Background: an optimization exercise with open tools, aiming at small area and a short achievable clock period. Do not read the settings as production practice. Only the layout flow was run in this run; the RTL was not checked for function there. The clock port is modelled as an ideal driver; clocking choices that lean on that would not hold on a real chip. Power figures rest on the tool's default switching activity, not on a simulated workload.

**flow/design.v**
```verilog
`default_nettype none
module dmem_pipe_bit (
  input  logic q,
  input  logic r,
  input  logic rn,
  input  logic c,
  output logic d
);
  assign d = ~((q | r) & (c | rn));
endmodule
module dmem_pipe_rd3 (
  input  logic [2:0] s,
  input  logic [2:0] d,
  output logic       y_n
);
  assign y_n = ~|(s & d);
endmodule
module dmem_pipe_rd1 (
  input  logic s,
  input  logic d,
  output logic y_n
);
  assign y_n = ~(s & d);
endmodule
module dmem_pipe_nand (
  input  logic [3:0] a,
  output logic       y
);
  assign y = ~&a;
endmodule
module dmem_pipe_nand3 (
  input  logic [2:0] a,
  output logic       y
);
  assign y = ~&a;
endmodule
module dmem_pipe_nor (
  input  logic [2:0] a,
  output logic       y_n
);
  assign y_n = ~|a;
endmodule
module dmem_pipe #(
  parameter int ADDR_W = 6,
  parameter int DATA_W = 32,
  parameter int LAT    = 2
) (
  input  logic              clk,
  input  logic              rst,
  input  logic              req,
  input  logic              wr,
  input  logic [ADDR_W-1:0] addr,
  input  logic [DATA_W-1:0] din,
  input  logic [DATA_W/8-1:0] be,
  output logic              ready,
  output logic              rvalid,
  output logic [DATA_W-1:0] dout
);
  localparam int DEPTH = 1 << ADDR_W;
  localparam int NB    = DATA_W / 8;
  logic              busy_q;      
  logic              rvalid_q;
  logic [DATA_W-1:0] dout_q;
  logic [7:0]        wlo_q;       
  logic [7:0]        whi_q;
  logic [7:0]        nwlo_q;      
  logic [7:0]        nwhi_q;
  logic [NB-1:0]     wbe_q;       
  logic [NB-1:0]     nwbe_q;      
  logic [DATA_W-1:0] wcol_q;      
  logic [NB-1:0]     hit_q;       
  logic [1:0]        rd_q [DATA_W];  
  logic              pol_q;       
  logic [DATA_W-1:0] mem_q [DEPTH];
  logic              w_acc;
  logic              w_wr_en;
  logic              w_rd_en;
  logic [NB-1:0]     w_wbe;
  assign w_acc   = req & ~busy_q;
  assign w_wr_en = w_acc & wr & ~rst;
  assign w_rd_en = w_acc & ~wr;
  assign w_wbe = be;
  always_ff @(posedge clk) begin
    pol_q <= (pol_q !== 1'b1);   
  end
  always_ff @(posedge clk) begin
    for (int i = 0; i < 8; i++) begin
      wlo_q[i]  <= (addr[2:0] == 3'(i));
      whi_q[i]  <= (addr[5:3] == 3'(i));
      nwlo_q[i] <= (addr[2:0] != 3'(i));
      nwhi_q[i] <= (addr[5:3] != 3'(i));
    end
    wbe_q  <= w_wr_en ? w_wbe : '0;
    nwbe_q <= w_wr_en ? ~w_wbe : '1;
    if (w_wr_en) begin
      wcol_q <= din ^ {DATA_W{~pol_q}};
    end
  end
  logic [DATA_W-1:0] w_mem_d [DEPTH];
  for (genvar w = 0; w < DEPTH; w++) begin : g_word
    for (genvar b = 0; b < NB; b++) begin : g_byte
      logic w_row;
      logic w_row_n;
      assign w_row   = ~(nwlo_q[w % 8] | nwhi_q[w / 8] | nwbe_q[b]);
      assign w_row_n = ~(wlo_q[w % 8] & whi_q[w / 8] & wbe_q[b]);
      for (genvar k = 0; k < 8; k++) begin : g_bit
        dmem_pipe_bit u_bit (
          .q (mem_q[w][8*b+k]),
          .r (w_row),
          .rn(w_row_n),
          .c (wcol_q[8*b+k]),
          .d (w_mem_d[w][8*b+k])
        );
      end
    end
  end
  always_ff @(posedge clk) begin
    for (int w = 0; w < DEPTH; w++) begin
      mem_q[w] <= w_mem_d[w];
    end
  end
  logic [DEPTH-1:0] w_sel;
  always_comb begin
    for (int w = 0; w < DEPTH; w++) begin
      w_sel[w] = (addr == ADDR_W'(w));
    end
  end
  for (genvar i = 0; i < DATA_W; i++) begin : g_rd
    logic [21:0] w_l1_n;
    logic [5:0]  w_l2;
    logic [1:0]  w_l3_n;
    for (genvar j = 0; j < 21; j++) begin : g_l1
      dmem_pipe_rd3 u_rd3 (
        .s  (w_sel[3*j +: 3]),
        .d  ({mem_q[3*j+2][i], mem_q[3*j+1][i], mem_q[3*j][i]}),
        .y_n(w_l1_n[j])
      );
    end
    dmem_pipe_rd1 u_rd1 (
      .s  (w_sel[63]),
      .d  (mem_q[63][i]),
      .y_n(w_l1_n[21])
    );
    for (genvar j = 0; j < 4; j++) begin : g_l2
      dmem_pipe_nand u_nand (.a(w_l1_n[4*j +: 4]), .y(w_l2[j]));
    end
    dmem_pipe_nand3 u_nand4 (.a(w_l1_n[18:16]), .y(w_l2[4]));
    dmem_pipe_nand3 u_nand5 (.a(w_l1_n[21:19]), .y(w_l2[5]));
    dmem_pipe_nor u_nor0 (.a(w_l2[2:0]), .y_n(w_l3_n[0]));
    dmem_pipe_nor u_nor1 (.a(w_l2[5:3]), .y_n(w_l3_n[1]));
    always_ff @(posedge clk) begin
      rd_q[i] <= w_l3_n;
    end
  end
  always_ff @(posedge clk) begin
    hit_q <= {NB{wlo_q[addr[2:0]] & whi_q[addr[5:3]]}} & wbe_q;
  end
  logic [DATA_W-1:0] w_rdata;
  always_comb begin
    for (int i = 0; i < DATA_W; i++) begin
      w_rdata[i] = hit_q[i / 8] ? wcol_q[i] : ~&rd_q[i];
    end
    w_rdata = w_rdata ^ {DATA_W{~pol_q}};
  end
  always_ff @(posedge clk or posedge rst) begin
    if (rst) begin
      busy_q   <= 1'b0;
      rvalid_q <= 1'b0;
      dout_q   <= '0;
    end else begin
      busy_q   <= w_rd_en;
      rvalid_q <= busy_q;
      if (busy_q) begin
        dout_q <= w_rdata;
      end
    end
  end
  assign ready  = ~busy_q;
  assign rvalid = rvalid_q;
  assign dout   = dout_q;
endmodule
`default_nettype wire
```
**flow/flow/run.sh**
```bash
#!/bin/bash
# The standard layout, in stages, with a different setup margin for timing
# repair before and after clock tree synthesis: before it the clock is ideal,
# so paths from the inputs look slower than they are and paths to the
# outputs faster; repair then works with the real clock tree only.
# Each stage's full output goes to its own log in this folder.
set -euo pipefail
PRE_MARGIN=0
POST_MARGIN=1.2
bash standard.sh synth > log_1_synth.txt 2>&1
bash standard.sh SETUP_SLACK_MARGIN=$PRE_MARGIN floorplan > log_2_floorplan.txt 2>&1
bash standard.sh SETUP_SLACK_MARGIN=$PRE_MARGIN place > log_3_place.txt 2>&1
bash standard.sh SETUP_SLACK_MARGIN=$POST_MARGIN cts > log_4_cts.txt 2>&1
bash standard.sh SETUP_SLACK_MARGIN=$POST_MARGIN route > log_5_route.txt 2>&1
bash standard.sh SETUP_SLACK_MARGIN=$POST_MARGIN finish > log_6_finish.txt 2>&1
test -f out/final.def
```
**flow/standard.sh**
```bash
#!/bin/bash
# synth_recipe.tcl (not shown) runs the flow's synth.tcl, then flattens the netlist and writes it again
# the make line also repeats each setting of config.mk as NAME=value (left out here)
make -C /OpenROAD-flow-scripts/flow DESIGN_CONFIG=/design/flow/config.mk WORK_HOME=/design/flow/orfs CLKGATE_MAP_FILE= SYNTH_SCRIPT=/design/flow/synth_recipe.tcl "${@:-finish}"
```
**flow/config.mk**
```make
export PLATFORM = sky130hd
export DESIGN_NAME = dmem_pipe
export DESIGN_NICKNAME = dmem_pipe
export VERILOG_FILES = /design/flow/design.v
export SDC_FILE = /design/flow/constraint.sdc
export NUM_CORES = 4
export LEC_CHECK = 0
export CAP_MARGIN = 20
export CORE_MARGIN = 2
export CORE_UTILIZATION = 70
export CTS_CLUSTER_DIAMETER = 60
export CTS_CLUSTER_SIZE = 30
export SLEW_MARGIN = 20
export SYNTH_HIERARCHICAL = 1
```
**flow/constraint.sdc**
```tcl
create_clock -name core_clock -period 3.2 [get_ports {clk}]
set_input_delay 0.6400 -clock core_clock [delete_from_list [all_inputs] [get_ports {clk}]]
set_output_delay 0.6400 -clock core_clock [all_outputs]
set_load 0.01 [all_outputs]
```
==> metrics list <==
* Post-route DRC violation count: 0
- Final GP Congestion: 1.005
* Worst Clk Skew: 0.03526 ns
- The min-delay analysis places its worst path in the category input port to register.
- Starting density of the core: 0.7064
- Die X-Extent: 324.4 um
- Total core area: 101700 um2
- Clock tree synthesis found a total of 2223 sinks.
- Number of warning messages in the yosys log: 12
* Max-cap violations: 0
- For this block, the via count after detailed routing is 68520.
* Number of rows in the core area: 117
- Total number of nets in the final design: 6764
- Power spread over the standard cell area amounts to 627.0 nW/um2.
- Dividing the final minimum period by the clock period gives 0.6725.
* Part of the Yosys area used for sequential elements: 0.6260
- In the routed layout, each cell is associated on average with a via count of 8.351.
- Net Sw Power: 12.66 mW
- Summed over all layers, the routed wires come to 281600 um.
- After routing the design area is 83050 um2.
- In the final timing run, aggregate negative setup slack is 0 ns.
- The signal on the critical path passes through or2_2, nor2_1, o22ai_1.
- Total count of max-transition violations in the final report: 0
- Post-Syn Area per Cell: 11.37 um2
- Of the total power, the share spent switching nets is 0.2432.
* Hold Violations, Final: 0
* Count of distinct cell types in the synthesized netlist: 36
- Setup CP Type: register to register
* Fraction of final layout cells sized beyond drive strength 1: 0.1450
- Worst hold slack after final layout: 0.3084 ns
* Post-place instance area: 76810 um2
- Counting flops with an async set or reset pin after synthesis yields a share of 0.01529.
* Most repeated cell in the gate-level netlist after synthesis: dfxtp_1
- Detailed placement ended at an HPWL of 175200 um.
- TritonCTS clock tree: yes
* Setup repair after global routing missed its margin: yes
* Final standard cell count with taps included and fillers excluded: 8204
- At the pin with the least slew margin, the transition time is 1.150 ns.
* Nature of the critical path endpoint: register
- CP max stage delay: 0.80 ns
* Number of buffer and inverter instances along the worst setup path: 0
* Pre-antenna DRT Iters: 15
* Total of flip-flops plus latches after synthesis: 2223
* Synth Area in Adders: 0
* Clk root buf: clkbuf_16
- In the synthesized netlist the dominant register cell turns out to be dfxtp_1.
* Post-synthesis instance area: 71870 um2
- Internal Dissipation: 39.40 mW
* Vias in the first global route: 63580
* Post-synthesis compound-gate area fraction: 0.2797
- Crit-path leading delay family: simple AND/OR/NAND/NOR gates
- Largest cells by area after synthesis: dfxtp_1 60%, o22ai_1 18%, a222oi_1 9.4%, nand3_1 2.5%, nor2_1 1.7%
- The flow ran to the end and the layout has no timing, DRC or antenna violations.
- Pin count of the biggest net entering global routing: 67
* Die Ht: 324.4 um
* Portion of synthesized cell area occupied by the leading cell type: 0.6008
* Part of the power in registers: 0.565
- The number of clock buffers added by TritonCTS is 130.
- The area growth from synthesis to layout is 15.55%.
- The detailed router finished its first iteration with 16710 violations.
* Number of I/O port buffers: 79
* Worst-case vdd ir drop: 0.0005740 V
- Yosys mapped a number of flops with a built-in enable equal to 32.
* Time the worst path needs with I/O delays and setup: 2.152 ns
* Simple-gate area share of the yosys netlist: 0.07804
- In this run the tightest slew margin relative to its limit is 0.2272.
- Once detail routing completed, the nets flagged for antenna violations numbered 0.
- After clock tree synthesis, the clock-pin slew on the worst setup and hold paths is 0.10 ns.
- In the final routed layout, each cell accounts on average for 34.33 um.
- Synthesis produced a netlist whose cell count is 6321.
- For the worst-skew pair, the clock arrives at the later sink with an insertion delay of 0.80 ns.
- Initial antenna violation count: 15
- Combinational share of power: 0.053
- Counting every net in the synthesized netlist gives 6367.
* Top cell types by occurrence after synthesis: 2157 x dfxtp_1, 2048 x o22ai_1, 672 x a222oi_1, 354 x nand3_1, 320 x nor2_1
* Remaining global-route overflow: 0
* CP Max Fanout: 8
* Library cell with the largest summed area after synthesis: dfxtp_1
* Number of top-level pins: 80
- Xor and xnor area share after synthesis: 0.003900
* Dominant combinational cell family by area after synthesis: compound AO/OA/AOI/OAI gates
* Fraction of synthesized area in multiplexers: 0.001219
- Including well taps, the total number of placed cells is 7882.
- Summed over all cells, the static leakage comes to 31.63 nW.
- After layout, the design draws a total of 52.07 mW.
- For this design, the CTS-stage hold fixing added 0 buffers.
- Critical path arrival: 2.85 ns
- The H-tree was split into 4 levels.
- STA classifies the critical path startpoint as a register.
* Number of failing setup endpoints in the final timing report: 0
* Global-route wire length before repair: 407900 um
* Max Root-Sink Buffers: 3
- Combined global-route utilization of all metal layers: 0.5072
- Total die area: 105300 um2
* CP Data Required Time: 3.90 ns
* Critical Path Slowest Stage Cell: dfxtp_1
* Clock group share of total power: 0.382
- Static timing analysis puts the maximum clock frequency at 464.7 MHz.
## final cells by class
class	count	area [um2]
Multi-Input combinational cell	3895	26770
Clock inverter	87	1189
Clock buffer	153	3646
Fill cell	5962	18700
Timing Repair Buffer	449	4613
Sequential cell	2223	45020
Inverter	19	71.32
Antenna cell	10	25.02
Tap cell	1368	1712
## logic make-up (layout without fill, tap and decap cells)
kind of cell    after synthesis  in the layout
compound gates             2789           2789
mux                           6              6
buf+inv                     204            708
other cells                   0             10
xor+xnor                     32             32
simple gates               1067           1068
flops                      2223           2223
## flip-flops by register name, indices dropped and copies added, names as in the netlist, 8 cells and up
name,flops
dout_q,32
mem_q,2048
nwhi_q,8
nwlo_q,8
rd_q,64
wcol_q,32
whi_q,8
wlo_q,8
## metal layers
metal,routed length (um),GRT usage,up-vias,share of wire
li1,-,-,27800,-
met1,93310,0.6448,32320,0.33
met2,113500,0.7114,6728,0.40
met3,48230,0.1787,1651,0.17
met4,26420,0.3777,18,0.094
met5,171,0,-,0.00061
## worst min-delay path, delay by kind of cell
family        cells  cell delay (ns)
buf+inv           2             0.29
simple gates      1             0.11
## layout by cell type (no fill, tap or decap), drive strengths merged, types with 30 or more instances in the layout
cell           netlist  layout
a222oi             672     672
a31o                32      32
nand2               42      42
nor2               320     321
a21o                32      32
nor2b               36      36
o22ai             2048    2048
nand3b              34      34
dfxtp             2157    2157
inv                 19      58
nand4              128     128
edfxtp              32      32
clkinv               0      30
or2                 38      38
dfrtp               34      34
clkbuf             151     154
buf                 34     406
clkdlybuf4s50        0      39
nand2b              36      36
nor3                67      67
nand3              354     354
xnor2               32      32
## power groups by stage
stage	clock network (mW)	registers (mW)	logic [mW]
2_1_floorplan	0	29.9	1.39
3_5_place_dp	0	30.0	2.59
5_1_grt	20.7	29.5	2.83
4_1_cts	19.7	29.4	2.58
3_3_place_gp	0	30.0	2.51
6_report	19.9	29.4	2.77
## per-module statistics from Yosys, one instance, submodules excluded
module	cell area (um2)	cells inside	flip-flops and latches	times used
dmem_pipe_rd1	3.754	1	0	32
dmem_pipe	50450	3313	2223	1
dmem_pipe_bit	6.256	1	0	2048
dmem_pipe_rd3	10.01	1	0	672
dmem_pipe_nand	6.256	1	0	128
dmem_pipe_nand3	5.005	1	0	64
dmem_pipe_nor	10.01	1	0	64
## worst paths after layout
check,cells past startpoint,start,slack (ns),to
setup / recovery,3,nwlo_q[4],1.05,mem_q[44][1]
max in group asynchronous,3,rst,2.32,dout_q[31]
setup reg to reg,3,nwlo_q[4],1.05,mem_q[44][1]
hold reg to reg,1,mem_q[62][30],0.45,mem_q[62][30]
min in group asynchronous,3,rst,0.36,dout_q[13]
hold / removal,3,addr[1],0.31,nwlo_q[7]
## stage by stage
step	setup slack, ns	utilization
floorplan	0.09994	-
global placement	-0.1661	0.7550
detailed placement	-0.1790	0.7550
CTS	1.076	0.8095
global route	1.046	0.8160
finish	1.048	0.8162
## repair_timing
item,4_1_cts,5_1_grt
resized for setup,232,153
pin swaps,51,56
buffers inserted,34,28
setup endpoints to repair,98,757
gates cloned,9,1

## static timing again, ports no longer ideal
No port has a modelled driver above. Below, the same layout with a new extraction and two added sets of constraints.
Step 1: set_driving_cell puts a clkbuf_16 on clk and a buf_2 on each other input, an assumption about the parent block.
Step 2 times the ports against the registers' clock, not the clock port: input delays grow and output delays shrink by t, the midpoint of the rising clock arrivals with the driver on.
a / b / c = ideal ports / drivers / drivers and shift; a / b = the first two.
t (ns): 0.859
setup slack, ns: 1.048 / 0.988 / 0.144
cell pins on the clock port's net: 1
After both steps this run still meets setup and hold. For this run, drivers alone change the setup slack by -0.060 ns; drivers and shift together by -0.904 ns.
